Source: an optimization exercise on an open RTL-to-GDS flow (aim: a short achievable clock period and few clock cycles). Production flows keep margins and buffers that such runs may drop. Only simulation tests tie the RTL to the original design; equivalence was not proved. Power figures rest on the tool's default switching activity, not on a simulated workload.

// axi_write_responder
module axi_write_responder #(
    parameter int DATA_WIDTH = 32,
    parameter int MEM_DEPTH  = 64
) (
    input  logic                         ACLK,
    input  logic                         RESETn,
    input  logic [3:0]                   AWID,
    input  logic [31:0]                  AWADDR,
    input  logic [3:0]                   AWLEN,
    input  logic [2:0]                   AWSIZE,
    input  logic [1:0]                   AWBURST,
    input  logic                         AWVALID,
    output logic                         AWREADY,
    input  logic [3:0]                   WID,
    input  logic [DATA_WIDTH-1:0]        WDATA,
    input  logic [DATA_WIDTH/8-1:0]      WSTRB,
    input  logic                         WLAST,
    input  logic                         WVALID,
    output logic                         WREADY,
    output logic [3:0]                   BID,
    output logic [1:0]                   BRESP,
    output logic                         BVALID,
    input  logic                         BREADY,
    input  logic [$clog2(MEM_DEPTH)-1:0] dbg_addr,
    output logic [DATA_WIDTH-1:0]        dbg_rdata
);
For scale: about 6000 cells after synthesis, roughly 2100 flip-flops, roughly 0.089 mm^2 of cells after synthesis.
clock: 6.0 ns
lec_check: 0
cap_margin: 20
core_margin: 2
core_utilization: 45
place_density: 0.6
setup_slack_margin: 3.5
slew_margin: 20
synth_hierarchical: 1
standard.sh (not shown) runs the stock make flow with config.mk's settings and CLKGATE_MAP_FILE= SYNTH_SCRIPT=/design/flow/synth_recipe.tcl, a recipe that flattens the netlist after the stock synthesis.
==> flow/flow/run.sh <==
#!/bin/bash
# Own layout flow: the standard ORFS flow, unchanged, except that cells which only add
# delay (delay gates, low-power and delay clock buffers/inverters) are kept out of the logic,
# so that synthesis and timing repair cannot pick them for the debug-read path.
# Each tool's full output goes to a log file in this folder (ORFS also keeps its own per-step
# logs under orfs/logs/).
set -euo pipefail
export DONT_USE_CELLS="sky130_fd_sc_hd__dlygate* sky130_fd_sc_hd__clkdlybuf* sky130_fd_sc_hd__dlymetal* sky130_fd_sc_hd__clkinvlp*"
bash standard.sh finish > flow_make.log 2>&1
Testbench counts at the start, summed over its fixed seeds: cycles 8,907.
Edit:
--- a/flow/design.v
+++ b/flow/design.v
@@ -214,39 +214,38 @@
         end
     end
     assign AWREADY   = awready_q;
     assign WREADY    = wready_q || (byp_q && AWVALID);
     assign BVALID    = b0_v;
     assign BID       = b0_id;
     assign BRESP     = b0_resp;
     for (genvar b = 0; b < DATA_WIDTH; b++) begin : g_bit
-        logic [5:0] an, ap;       
+        logic [2:0] an;
         logic [7:0] lon;          
         logic [7:0] lo;           
         logic [7:0] hin;          
         logic [7:0] grpn;         
         logic [3:0] p;
         logic [1:0] q;
-        for (genvar k = 0; k < 6; k++) begin : g_ain
-            axi_wr_inv u_n (.a(dbg_addr[k]), .y(an[k]));
-            axi_wr_inv u_p (.a(an[k]), .y(ap[k]));
+        for (genvar k = 0; k < 3; k++) begin : g_ain
+            axi_wr_inv u_i (.a(dbg_addr[k]), .y(an[k]));
         end
         for (genvar i = 0; i < 8; i++) begin : g_dec
             axi_wr_nand3 u_lo (
-                .a(i[0] ? ap[0] : an[0]),
-                .b(i[1] ? ap[1] : an[1]),
-                .c(i[2] ? ap[2] : an[2]),
+                .a(i[0] ? dbg_addr[0] : an[0]),
+                .b(i[1] ? dbg_addr[1] : an[1]),
+                .c(i[2] ? dbg_addr[2] : an[2]),
                 .y(lon[i])
             );
             axi_wr_inv u_l (.a(lon[i]), .y(lo[i]));
             axi_wr_nand3 u_hi (
-                .a(i[0] ? ap[3] : an[3]),
-                .b(i[1] ? ap[4] : an[4]),
-                .c(i[2] ? ap[5] : an[5]),
+                .a(i[0] ? dbg_addr[3] : !dbg_addr[3]),
+                .b(i[1] ? dbg_addr[4] : !dbg_addr[4]),
+                .c(i[2] ? dbg_addr[5] : !dbg_addr[5]),
                 .y(hin[i])
             );
         end
         for (genvar j = 0; j < 8; j++) begin : g_grp
             logic [3:0] t1;
             logic [1:0] t2;
             for (genvar k = 0; k < 4; k++) begin : g_pair
                 axi_wr_aoi22 u_a (.a0(mem[8*j+2*k][b]), .s0(lo[2*k]), .a1(mem[8*j+2*k+1][b]), .s1(lo[2*k+1]), .y(t1[k]));
The new run completed without violations.
Synthesized cell count went down by 4.5%.
Cell count hardly moves.
Area after synthesis came out lower by 1.1%.
Global-route usage decreases by 0.21 points.
Register-to-register slack got worse by 0.20 ns.
Sequential power barely changes.
Worst setup slack gets worse by 0.30 ns.
Utilization barely changes.
Design area drops by 1.1%.
Via count grows by 0.44%.
Non-clock buffer count increases by 309.
Testbench counts after the change, summed over its fixed seeds: cycles 8,907.

[static timing again, ports no longer ideal]
No port has a modelled driver above. Below, the same layouts with a new extraction and two added sets of constraints.
Step 1: set_driving_cell puts a clkbuf_16 on ACLK and a buf_2 on each other input, an assumption about the parent block.
Step 2 moves the port delays by t, midway between the first and last clock arrival at a register: inputs arrive t later, outputs are due t later. That takes back most of the time a late clock gives input paths.
Three values: ideal ports, drivers, drivers and shift; two values: the first two.
run | t, ns | setup WS [ns] | worst hold slack (ns) | worst setup path at the end | latest minus earliest clock arrival (ns)
the first run | 0.966 | 1.681 / 1.413 / 1.413 | 0.519 / 0.519 / 0.519 | input to output | 0.036 / 0.037
the second run | 0.955 | 1.380 / 0.906 / 0.906 | 0.494 / 0.494 / 0.494 | input to output | 0.040 / 0.040
After both steps setup and hold are still met in every run listed. The setup slack of the second run, which loses most, moves by -0.474 ns with the drivers and by -0.474 ns with both steps.
